This is an optimization exercise on Yosys and OpenROAD, whose aim is small area, not a production implementation.
Power and IR drop assume default switching activity.

==> branch nickel: inputs <==
==> flow/design.v (excerpt) <==
module game_of_life_20 (
  input  logic       clk,
  input  logic       rst,
  input  logic       load,
  input  logic       wr_en,
  input  logic [4:0] wr_row,
  input  logic [19:0] wr_data,
  output logic       hsync_out,
  output logic       vsync_out,
  output logic [3:0] red,
  output logic [3:0] green,
  output logic [3:0] blue
);
  localparam int N = GRID_N_DEF;
  logic [N-1:0][N-1:0] r_a, r_b;    
  logic [N-2:0]        r_ok;        
  logic [4:0]          r_lp;        
  logic [7:0]          r_gen;       
  logic [N-1:0]        r_rb, r_nb;  
  logic                w_clr, w_step, w_wr;
  logic [N-1:0]        w_cur0, w_up, w_dn, w_next;
  logic [N-1:0]        w_wsel;
  logic [5:0]          w_tsum;
  logic [4:0]          w_tgt;
  assign w_clr  = rst || load;
  assign w_wr   = wr_en && (wr_row < 5'd20);
  assign w_step = !w_clr && !wr_en && (r_gen == 8'd199);
  assign w_cur0 = (r_ok[0] && !w_step) ? r_a[0] : r_b[0];
  assign w_up = (r_lp == 5'd0)  ? '0 : r_a[N-1];
  assign w_dn = (r_lp == 5'd19) ? '0 : r_a[1];
  ...
==> module game_of_life_20, before the edit <==
module game_of_life_20 (
  input  logic       clk,
  input  logic       rst,
  input  logic       load,
  input  logic       wr_en,
  input  logic [4:0] wr_row,
  input  logic [19:0] wr_data,
  output logic       hsync_out,
  output logic       vsync_out,
  output logic [3:0] red,
  output logic [3:0] green,
  output logic [3:0] blue
);
  localparam int N = GRID_N_DEF;
  logic [N-1:0][N-1:0] r_a, r_b;    
  logic [N-2:0]        r_ok;        
  logic [4:0]          r_lp;        
  logic [7:0]          r_gen;       
  logic [N-1:0]        r_rb, r_nb;  
  logic                w_clr, w_step, w_wr;
  logic [N-1:0]        w_cur0, w_up, w_dn, w_next;
  logic [N-1:0]        w_wsel;
  logic [5:0]          w_tsum;
  logic [4:0]          w_tgt;
  assign w_clr  = rst || load;
  assign w_wr   = wr_en && (wr_row < 5'd20);
  assign w_step = !w_clr && !wr_en && (r_gen == 8'd199);
  assign w_cur0 = (r_ok[0] && !w_step) ? r_a[0] : r_b[0];
  assign w_up = (r_lp == 5'd0)  ? '0 : r_a[N-1];
  assign w_dn = (r_lp == 5'd19) ? '0 : r_a[1];
  for (genvar c = 0; c < N; c++) begin : g_col
    logic [3:0] w_cnt;
    logic       ul, uc, ur, ml, mr, dl, dc, dr;
    assign ul = (c > 0)     ? w_up[c-1]   : 1'b0;
    assign uc = w_up[c];
    assign ur = (c < N - 1) ? w_up[c+1]   : 1'b0;
    assign ml = (c > 0)     ? w_cur0[c-1] : 1'b0;
    assign mr = (c < N - 1) ? w_cur0[c+1] : 1'b0;
    assign dl = (c > 0)     ? w_dn[c-1]   : 1'b0;
    assign dc = w_dn[c];
    assign dr = (c < N - 1) ? w_dn[c+1]   : 1'b0;
    assign w_cnt = 4'(ul) + 4'(uc) + 4'(ur) + 4'(ml) + 4'(mr) + 4'(dl) + 4'(dc) + 4'(dr);
    assign w_next[c] = (w_cnt == 4'd3) || (w_cur0[c] && (w_cnt == 4'd2));
  end
  assign w_tsum = 6'(wr_row) + 6'd19 - 6'(r_lp);
  assign w_tgt  = (w_tsum >= 6'd20) ? 5'(w_tsum - 6'd20) : 5'(w_tsum);
  for (genvar k = 0; k < N; k++) begin : g_wsel
    assign w_wsel[k] = w_wr && (w_tgt == 5'(k));
  end
  always_ff @(posedge clk) begin
    for (int k = 0; k < N; k++) begin
      if (w_clr)
        r_a[k] <= rst ? '0 : SEED_GRID[k];
      else if (w_wsel[k])
        r_a[k] <= wr_data;
      else if (k == N - 1)
        r_a[k] <= w_cur0;
      else
        r_a[k] <= r_a[k+1];
    end
    for (int k = 0; k < N - 1; k++) begin
      if (w_clr || w_wsel[k]) r_ok[k] <= 1'b1;
      else if (w_step)        r_ok[k] <= 1'b0;
      else if (k == N - 2)    r_ok[k] <= 1'b1;
      else                    r_ok[k] <= r_ok[k+1];
    end
    for (int k = 0; k < N - 1; k++) r_b[k] <= r_b[k+1];
    r_b[N-1] <= w_next;
    if (w_clr)                  r_lp <= 5'd0;
    else if (r_lp == 5'd19)     r_lp <= 5'd0;
    else                        r_lp <= r_lp + 5'd1;
    if (w_clr || wr_en || w_step) r_gen <= '0;
    else                          r_gen <= r_gen + 8'd1;
  end
  logic [CW-1:0] w_hcnt, w_vcnt, w_dx, w_dy;
  logic          w_hs, w_vs, w_in_win;
  logic [4:0]    w_vr, w_hc;
  vga_timing u_vga (
    .i_clk   (clk),
    .i_rst   (rst),
    .o_hcnt  (w_hcnt),
    .o_vcnt  (w_vcnt),
    .o_hsync (w_hs),
    .o_vsync (w_vs),
    .o_in_win(w_in_win)
  );
  assign w_dx = w_hcnt - GRID_X0;
  assign w_dy = w_vcnt - GRID_Y0;
  assign w_hc = w_dx[8:4];
  assign w_vr = w_dy[8:4];
  always_ff @(posedge clk) begin
    if (r_lp == w_vr) r_nb <= w_next;
    if (rst)                          r_rb <= '0;
    else if (load)                    r_rb <= (w_vr < 5'd20) ? SEED_GRID[w_vr] : '0;
    else if (wr_en && wr_row == w_vr) r_rb <= wr_data;
    else if (w_step)                  r_rb <= r_nb;
    else if (r_lp == w_vr)            r_rb <= w_cur0;
  end
  logic r_live, r_win;
  always_ff @(posedge clk) begin
    if (rst) begin
      hsync_out <= 1'b1;
      vsync_out <= 1'b1;
      r_live    <= 1'b0;
      r_win     <= 1'b0;
    end else begin
      hsync_out <= w_hs;
      vsync_out <= w_vs;
      r_live    <= w_in_win && r_rb[w_hc];
      r_win     <= w_in_win;
    end
  end
  assign red   = {4{r_live}};
  assign green = {4{r_live}};
  assign blue  = {r_live, r_live, r_win, r_live};
endmodule
==> module vga_timing, before the edit <==
module vga_timing (
  input  logic          i_clk,
  input  logic          i_rst,
  output logic [gol_pkg::CW-1:0] o_hcnt,
  output logic [gol_pkg::CW-1:0] o_vcnt,
  output logic          o_hsync,
  output logic          o_vsync,
  output logic          o_in_win
);
  logic          r_div;
  logic [CW-1:0] r_h, r_v;
  always_ff @(posedge i_clk) begin
    if (i_rst) begin
      r_div <= 1'b0;
      r_h   <= '0;
      r_v   <= '0;
    end else begin
      r_div <= !r_div;
      if (r_div) begin
        if (r_h == H_LAST) begin
          r_h <= '0;
          r_v <= (r_v == V_LAST) ? '0 : r_v + 1'b1;
        end else begin
          r_h <= r_h + 1'b1;
        end
      end
    end
  end
  assign o_hcnt   = r_h;
  assign o_vcnt   = r_v;
  assign o_hsync  = !((r_h >= H_SYNC_BEG) && (r_h < H_SYNC_END));
  assign o_vsync  = !((r_v >= V_SYNC_BEG) && (r_v < V_SYNC_END));
  assign o_in_win = (r_h >= GRID_X0) && (r_h < GRID_X1) && (r_v >= GRID_Y0) && (r_v < GRID_Y1);
endmodule
==> flow/config.mk <==
export PLATFORM = sky130hd
export DESIGN_NAME = game_of_life_20
export DESIGN_NICKNAME = game_of_life_20
export VERILOG_FILES = /design/flow/design.v
export SDC_FILE = /design/flow/constraint.sdc
export NUM_CORES = 4
export LEC_CHECK = 0
export CAP_MARGIN = 20
export CORE_MARGIN = 2
export CORE_UTILIZATION = 45
export PLACE_DENSITY = 0.6
export SLEW_MARGIN = 20
==> flow/constraint.sdc <==
create_clock -name core_clock -period 10.0 [get_ports {clk}]
set_input_delay 2.0000 -clock core_clock [delete_from_list [all_inputs] [get_ports {clk}]]
set_output_delay 2.0000 -clock core_clock [all_outputs]
set_load 0.01 [all_outputs]
run.sh (not shown) runs the stock make flow with config.mk's settings and CLKGATE_MAP_FILE= SYNTH_SCRIPT=/design/flow/synth_recipe.tcl, a recipe that flattens the netlist after the stock synthesis.
==> branch sierra (differences from branch nickel) <==
--- a/flow/design.v
+++ b/flow/design.v
@@ -98,20 +98,23 @@
   assign w_wr   = wr_en && (wr_row < 5'd20);
   assign w_step = !w_clr && !wr_en && (r_gen == 8'd199);
+  logic [N-1:0][N-1:0] w_ad;
+  for (genvar k = 0; k < N; k++) begin : g_ad
+    assign w_ad[k] = rst ? '0 : load ? SEED_GRID[k] : wr_data;
+  end
   assign w_cur0 = (r_ok[0] && !w_step) ? r_a[0] : r_b[0];
-  assign w_up = (r_lp == 5'd0)  ? '0 : r_a[N-1];
-  assign w_dn = (r_lp == 5'd19) ? '0 : r_a[1];
+  assign w_up = (r_lp == 5'd0)  ? '0 : ~r_a[N-1];
+  assign w_dn = (r_lp == 5'd19) ? '0 : ~r_a[1];
+  logic [N+1:0] w_cs, w_cc;
+  assign w_cs[0] = 1'b0;  assign w_cc[0] = 1'b0;
+  assign w_cs[N+1] = 1'b0;  assign w_cc[N+1] = 1'b0;
+  for (genvar c = 0; c < N; c++) begin : g_csum
+    assign {w_cc[c+1], w_cs[c+1]} = 2'(w_up[c]) + 2'(w_cur0[c]) + 2'(w_dn[c]);
+  end
   for (genvar c = 0; c < N; c++) begin : g_col
-    logic [3:0] w_cnt;
-    logic       ul, uc, ur, ml, mr, dl, dc, dr;
-    assign ul = (c > 0)     ? w_up[c-1]   : 1'b0;
-    assign uc = w_up[c];
-    assign ur = (c < N - 1) ? w_up[c+1]   : 1'b0;
-    assign ml = (c > 0)     ? w_cur0[c-1] : 1'b0;
-    assign mr = (c < N - 1) ? w_cur0[c+1] : 1'b0;
-    assign dl = (c > 0)     ? w_dn[c-1]   : 1'b0;
-    assign dc = w_dn[c];
-    assign dr = (c < N - 1) ? w_dn[c+1]   : 1'b0;
-    assign w_cnt = 4'(ul) + 4'(uc) + 4'(ur) + 4'(ml) + 4'(mr) + 4'(dl) + 4'(dc) + 4'(dr);
-    assign w_next[c] = (w_cnt == 4'd3) || (w_cur0[c] && (w_cnt == 4'd2));
+    logic a0, a1, b1, b2;
+    assign {a1, a0} = 2'(w_cs[c]) + 2'(w_cs[c+1]) + 2'(w_cs[c+2]);
+    assign {b2, b1} = 2'(w_cc[c]) + 2'(w_cc[c+1]) + 2'(w_cc[c+2]);
+    assign w_next[c] = (!b2 && a0 && (a1 ^ b1))
+                    || (w_cur0[c] && !a0 && ((a1 && b1 && !b2) || (!a1 && !b1 && b2)));
   end
   assign w_tsum = 6'(wr_row) + 6'd19 - 6'(r_lp);
@@ -120,15 +123,14 @@
     assign w_wsel[k] = w_wr && (w_tgt == 5'(k));
   end
+  for (genvar k = 0; k < N; k++) begin : g_ra
+    gol_ring_row u_row (
+      .i_clk(clk),
+      .i_sel(w_clr || w_wsel[k]),
+      .i_d  ((k % 2 == 0) ? ~w_ad[k] : w_ad[k]),
+      .i_sh ((k == N - 1) ? w_cur0 : r_a[(k+1)%N]),
+      .o_q  (r_a[k])
+    );
+  end
   always_ff @(posedge clk) begin
-    for (int k = 0; k < N; k++) begin
-      if (w_clr)
-        r_a[k] <= rst ? '0 : SEED_GRID[k];
-      else if (w_wsel[k])
-        r_a[k] <= wr_data;
-      else if (k == N - 1)
-        r_a[k] <= w_cur0;
-      else
-        r_a[k] <= r_a[k+1];
-    end
     for (int k = 0; k < N - 1; k++) begin
       if (w_clr || w_wsel[k]) r_ok[k] <= 1'b1;
@@ -187,2 +189,11 @@
   assign blue  = {r_live, r_live, r_win, r_live};
 endmodule
+module gol_ring_row (
+  input  logic        i_clk,
+  input  logic        i_sel,
+  input  logic [19:0] i_d,
+  input  logic [19:0] i_sh,
+  output logic [19:0] o_q
+);
+  always_ff @(posedge i_clk) o_q <= ~(i_sel ? i_d : i_sh);
+endmodule
--- a/flow/config.mk
+++ b/flow/config.mk
@@ -8,5 +8,10 @@
 export CAP_MARGIN = 20
 export CORE_MARGIN = 2
-export CORE_UTILIZATION = 45
-export PLACE_DENSITY = 0.6
+export CORE_UTILIZATION = 60
+export CTS_BUF_LIST = sky130_fd_sc_hd__clkbuf_8
+export CTS_CLUSTER_DIAMETER = 60
+export CTS_CLUSTER_SIZE = 20
+export PLACE_DENSITY = 0.7
 export SLEW_MARGIN = 20
+export SYNTH_HIERARCHICAL = 1
+export SYNTH_MINIMUM_KEEP_SIZE = 0
==> branch harbor (differences from branch nickel) <==
--- a/flow/design.v
+++ b/flow/design.v
@@ -39,10 +39,21 @@
   input  logic          i_clk,
   input  logic          i_rst,
-  output logic [gol_pkg::CW-1:0] o_hcnt,
-  output logic [gol_pkg::CW-1:0] o_vcnt,
+  output logic [4:0]    o_hc,
+  output logic [4:0]    o_vr,
   output logic          o_hsync,
   output logic          o_vsync,
   output logic          o_in_win
 );
+  localparam logic [CW-1:0] H_RST  = CW'(H_TOTAL - int'(GRID_X0));
+  localparam logic [CW-1:0] H_WRAP = CW'(H_TOTAL - 1);
+  localparam logic [CW-1:0] H_LINE = CW'(H_TOTAL - 1 - int'(GRID_X0));
+  localparam logic [CW-1:0] HS_BEG = CW'(int'(H_SYNC_BEG) - int'(GRID_X0));
+  localparam logic [CW-1:0] HS_END = CW'(int'(H_SYNC_END) - int'(GRID_X0));
+  localparam logic [CW-1:0] H_WIN  = CW'(int'(GRID_X1) - int'(GRID_X0));
+  localparam logic [CW-1:0] V_RST  = CW'(V_TOTAL - int'(GRID_Y0));
+  localparam logic [CW-1:0] V_WRAP = CW'(V_TOTAL - 1);
+  localparam logic [CW-1:0] VS_BEG = CW'(int'(V_SYNC_BEG) - int'(GRID_Y0));
+  localparam logic [CW-1:0] VS_END = CW'(int'(V_SYNC_END) - int'(GRID_Y0));
+  localparam logic [CW-1:0] V_WIN  = CW'(int'(GRID_Y1) - int'(GRID_Y0));
   logic          r_div;
   logic [CW-1:0] r_h, r_v;
@@ -50,23 +61,19 @@
     if (i_rst) begin
       r_div <= 1'b0;
-      r_h   <= '0;
-      r_v   <= '0;
+      r_h   <= H_RST;
+      r_v   <= V_RST;
     end else begin
       r_div <= !r_div;
       if (r_div) begin
-        if (r_h == H_LAST) begin
-          r_h <= '0;
-          r_v <= (r_v == V_LAST) ? '0 : r_v + 1'b1;
-        end else begin
-          r_h <= r_h + 1'b1;
-        end
+        r_h <= (r_h == H_WRAP) ? '0 : r_h + 1'b1;
+        if (r_h == H_LINE) r_v <= (r_v == V_WRAP) ? '0 : r_v + 1'b1;
       end
     end
   end
-  assign o_hcnt   = r_h;
-  assign o_vcnt   = r_v;
-  assign o_hsync  = !((r_h >= H_SYNC_BEG) && (r_h < H_SYNC_END));
-  assign o_vsync  = !((r_v >= V_SYNC_BEG) && (r_v < V_SYNC_END));
-  assign o_in_win = (r_h >= GRID_X0) && (r_h < GRID_X1) && (r_v >= GRID_Y0) && (r_v < GRID_Y1);
+  assign o_hc     = r_h[8:4];
+  assign o_vr     = r_v[8:4];
+  assign o_hsync  = !((r_h >= HS_BEG) && (r_h < HS_END));
+  assign o_vsync  = !((r_v >= VS_BEG) && (r_v < VS_END));
+  assign o_in_win = (r_h < H_WIN) && (r_v < V_WIN);
 endmodule
 import gol_pkg::*;
@@ -85,11 +92,12 @@
 );
   localparam int N = GRID_N_DEF;
-  logic [N-1:0][N-1:0] r_a, r_b;    
-  logic [N-2:0]        r_ok;        
+  logic [N-1:0][N-1:0] r_a;         
+  logic [N-1:1][N-1:0] r_bn;        
+  logic [N-2:1]        r_ok;        
   logic [4:0]          r_lp;        
   logic [7:0]          r_gen;       
   logic [N-1:0]        r_rb, r_nb;  
   logic                w_clr, w_step, w_wr;
-  logic [N-1:0]        w_cur0, w_up, w_dn, w_next;
+  logic [N-1:0]        w_up, w_mid, w_dn, w_next;
   logic [N-1:0]        w_wsel;
   logic [5:0]          w_tsum;
@@ -98,20 +106,18 @@
   assign w_wr   = wr_en && (wr_row < 5'd20);
   assign w_step = !w_clr && !wr_en && (r_gen == 8'd199);
-  assign w_cur0 = (r_ok[0] && !w_step) ? r_a[0] : r_b[0];
-  assign w_up = (r_lp == 5'd0)  ? '0 : r_a[N-1];
-  assign w_dn = (r_lp == 5'd19) ? '0 : r_a[1];
+  assign w_mid = r_a[0];
+  assign w_up  = (r_lp == 5'd0)  ? '0 : ~r_a[N-1];
+  assign w_dn  = (r_lp == 5'd19) ? '0 : ~r_a[1];
+  logic [N+1:0] w_cs, w_cc;
+  assign w_cs[0] = 1'b0;  assign w_cc[0] = 1'b0;
+  assign w_cs[N+1] = 1'b0;  assign w_cc[N+1] = 1'b0;
+  for (genvar c = 0; c < N; c++) begin : g_csum
+    gol_fa u_fa (.i_a(w_up[c]), .i_b(w_mid[c]), .i_c(w_dn[c]), .o_s(w_cs[c+1]), .o_co(w_cc[c+1]));
+  end
   for (genvar c = 0; c < N; c++) begin : g_col
-    logic [3:0] w_cnt;
-    logic       ul, uc, ur, ml, mr, dl, dc, dr;
-    assign ul = (c > 0)     ? w_up[c-1]   : 1'b0;
-    assign uc = w_up[c];
-    assign ur = (c < N - 1) ? w_up[c+1]   : 1'b0;
-    assign ml = (c > 0)     ? w_cur0[c-1] : 1'b0;
-    assign mr = (c < N - 1) ? w_cur0[c+1] : 1'b0;
-    assign dl = (c > 0)     ? w_dn[c-1]   : 1'b0;
-    assign dc = w_dn[c];
-    assign dr = (c < N - 1) ? w_dn[c+1]   : 1'b0;
-    assign w_cnt = 4'(ul) + 4'(uc) + 4'(ur) + 4'(ml) + 4'(mr) + 4'(dl) + 4'(dc) + 4'(dr);
-    assign w_next[c] = (w_cnt == 4'd3) || (w_cur0[c] && (w_cnt == 4'd2));
+    logic a0, a1, b1, b2;
+    gol_fa   u_fa_s (.i_a(w_cs[c]), .i_b(w_cs[c+1]), .i_c(w_cs[c+2]), .o_s(a0), .o_co(a1));
+    gol_fa   u_fa_c (.i_a(w_cc[c]), .i_b(w_cc[c+1]), .i_c(w_cc[c+2]), .o_s(b1), .o_co(b2));
+    gol_rule u_rule (.i_a0(a0), .i_a1(a1), .i_b1(b1), .i_b2(b2), .i_mid(w_mid[c]), .o_next(w_next[c]));
   end
   assign w_tsum = 6'(wr_row) + 6'd19 - 6'(r_lp);
@@ -120,16 +126,22 @@
     assign w_wsel[k] = w_wr && (w_tgt == 5'(k));
   end
+  logic [N-1:0][N-1:0] w_ad;
+  for (genvar k = 0; k < N; k++) begin : g_ad
+    assign w_ad[k] = rst ? '0 : load ? SEED_GRID[k] : wr_data;
+  end
+  logic [N-1:0] w_sh0n, w_sh19;
+  assign w_sh0n = (r_ok[1] && !w_step) ? r_a[1] : r_bn[1];
+  assign w_sh19 = w_step ? w_next : r_a[0];
+  for (genvar k = 0; k < N; k++) begin : g_ra
+    gol_ring_row u_row (
+      .i_clk(clk),
+      .i_sel(w_clr || w_wsel[k]),
+      .i_d  ((k % 2 == 0) ? ~w_ad[k] : w_ad[k]),
+      .i_sh ((k == 0) ? w_sh0n : (k == N - 1) ? w_sh19 : r_a[k+1]),
+      .o_q  (r_a[k])
+    );
+  end
   always_ff @(posedge clk) begin
-    for (int k = 0; k < N; k++) begin
-      if (w_clr)
-        r_a[k] <= rst ? '0 : SEED_GRID[k];
-      else if (w_wsel[k])
-        r_a[k] <= wr_data;
-      else if (k == N - 1)
-        r_a[k] <= w_cur0;
-      else
-        r_a[k] <= r_a[k+1];
-    end
-    for (int k = 0; k < N - 1; k++) begin
+    for (int k = 1; k < N - 1; k++) begin
       if (w_clr || w_wsel[k]) r_ok[k] <= 1'b1;
       else if (w_step)        r_ok[k] <= 1'b0;
@@ -137,6 +149,6 @@
       else                    r_ok[k] <= r_ok[k+1];
     end
-    for (int k = 0; k < N - 1; k++) r_b[k] <= r_b[k+1];
-    r_b[N-1] <= w_next;
+    for (int k = 1; k < N - 1; k++) r_bn[k] <= r_bn[k+1];
+    r_bn[N-1] <= ~w_next;
     if (w_clr)                  r_lp <= 5'd0;
     else if (r_lp == 5'd19)     r_lp <= 5'd0;
@@ -145,5 +157,4 @@
     else                          r_gen <= r_gen + 8'd1;
   end
-  logic [CW-1:0] w_hcnt, w_vcnt, w_dx, w_dy;
   logic          w_hs, w_vs, w_in_win;
   logic [4:0]    w_vr, w_hc;
@@ -151,14 +162,10 @@
     .i_clk   (clk),
     .i_rst   (rst),
-    .o_hcnt  (w_hcnt),
-    .o_vcnt  (w_vcnt),
+    .o_hc    (w_hc),
+    .o_vr    (w_vr),
     .o_hsync (w_hs),
     .o_vsync (w_vs),
     .o_in_win(w_in_win)
   );
-  assign w_dx = w_hcnt - GRID_X0;
-  assign w_dy = w_vcnt - GRID_Y0;
-  assign w_hc = w_dx[8:4];
-  assign w_vr = w_dy[8:4];
   always_ff @(posedge clk) begin
     if (r_lp == w_vr) r_nb <= w_next;
@@ -167,5 +174,5 @@
     else if (wr_en && wr_row == w_vr) r_rb <= wr_data;
     else if (w_step)                  r_rb <= r_nb;
-    else if (r_lp == w_vr)            r_rb <= w_cur0;
+    else if (r_lp == w_vr)            r_rb <= r_a[0];
   end
   logic r_live, r_win;
@@ -187,2 +194,33 @@
   assign blue  = {r_live, r_live, r_win, r_live};
 endmodule
+module gol_ring_row (
+  input  logic        i_clk,
+  input  logic        i_sel,
+  input  logic [19:0] i_d,
+  input  logic [19:0] i_sh,
+  output logic [19:0] o_q
+);
+  always_ff @(posedge i_clk) o_q <= ~(i_sel ? i_d : i_sh);
+endmodule
+module gol_fa (
+  input  logic i_a,
+  input  logic i_b,
+  input  logic i_c,
+  output logic o_s,
+  output logic o_co
+);
+  assign o_s  = i_a ^ i_b ^ i_c;
+  assign o_co = (i_a & i_b) | (i_a & i_c) | (i_b & i_c);
+endmodule
+module gol_rule (
+  input  logic i_a0,
+  input  logic i_a1,
+  input  logic i_b1,
+  input  logic i_b2,
+  input  logic i_mid,
+  output logic o_next
+);
+  logic w_x;
+  assign w_x    = i_a1 ^ i_b1;
+  assign o_next = i_a0 ? (!i_b2 && w_x) : (i_mid && !w_x && (i_a1 ^ i_b2));
+endmodule
--- a/flow/config.mk
+++ b/flow/config.mk
@@ -8,5 +8,10 @@
 export CAP_MARGIN = 20
 export CORE_MARGIN = 2
-export CORE_UTILIZATION = 45
-export PLACE_DENSITY = 0.6
+export CORE_UTILIZATION = 60
+export CTS_BUF_LIST = sky130_fd_sc_hd__clkbuf_8
+export CTS_CLUSTER_DIAMETER = 40
+export CTS_CLUSTER_SIZE = 16
+export PLACE_DENSITY = 0.7
 export SLEW_MARGIN = 20
+export SYNTH_HIERARCHICAL = 1
+export SYNTH_MINIMUM_KEEP_SIZE = 0
==> comparison <==
- In branch harbor the clock-buffer cell count is higher than in branch sierra, by 37.
- In branch nickel the non-clock buffer count is higher than in branch harbor, by 6.
- Synthesized cell count, lowest first: branch harbor, branch sierra, branch nickel.
- Global-route usage, lowest first: branch nickel, branch sierra, branch harbor.
- Against branch sierra, the maximum frequency of branch nickel is higher by 0.83%.
- The highest register-to-register slack belongs to branch harbor, the lowest to branch sierra.
- In branch sierra the cell count is smaller than in branch nickel, by 25%.
- Of branch nickel and branch sierra, branch nickel has the higher critical path depth (gap 3).
- The lowest combinational power belongs to branch nickel, the highest to branch harbor.
- Sequential cell count is the same in branch nickel and branch sierra.
- Final area, lowest first: branch harbor, branch sierra, branch nickel.
No run of this note included a check of the RTL's function; only the layout flow was run.

-- afterwards: timing with drivers on the ports --
In the flow no input, the clock included, has a driving cell. The finished layouts below were timed again as built, in two steps.
Step 1: set_driving_cell puts a clkbuf_16 on clk and a buf_2 on each other input, an assumption about the parent block.
Step 2 adds t to the input delays and takes it off the output delays; t is the mean of the earliest and latest rising clock arrival at the registers after step 1. Input paths then give back, and output paths get back, about the clock's delay inside the block.
Three values: ideal ports, drivers, drivers and shift; two values: the first two.
run | t, ns | setup slack, ns | hold slack, ns
branch nickel | 0.682 | 3.282 / 3.317 / 2.635 | 0.315 / 0.315 / 0.315
branch sierra | 0.748 | 3.227 / 3.258 / 2.510 | 0.324 / 0.324 / 0.324
branch harbor | 0.742 | 3.993 / 4.016 / 3.273 | 0.322 / 0.322 / 0.322
After both steps setup and hold are still met in every run listed. For branch harbor, which loses most, drivers alone change the setup slack by +0.023 ns; drivers and shift together by -0.720 ns.
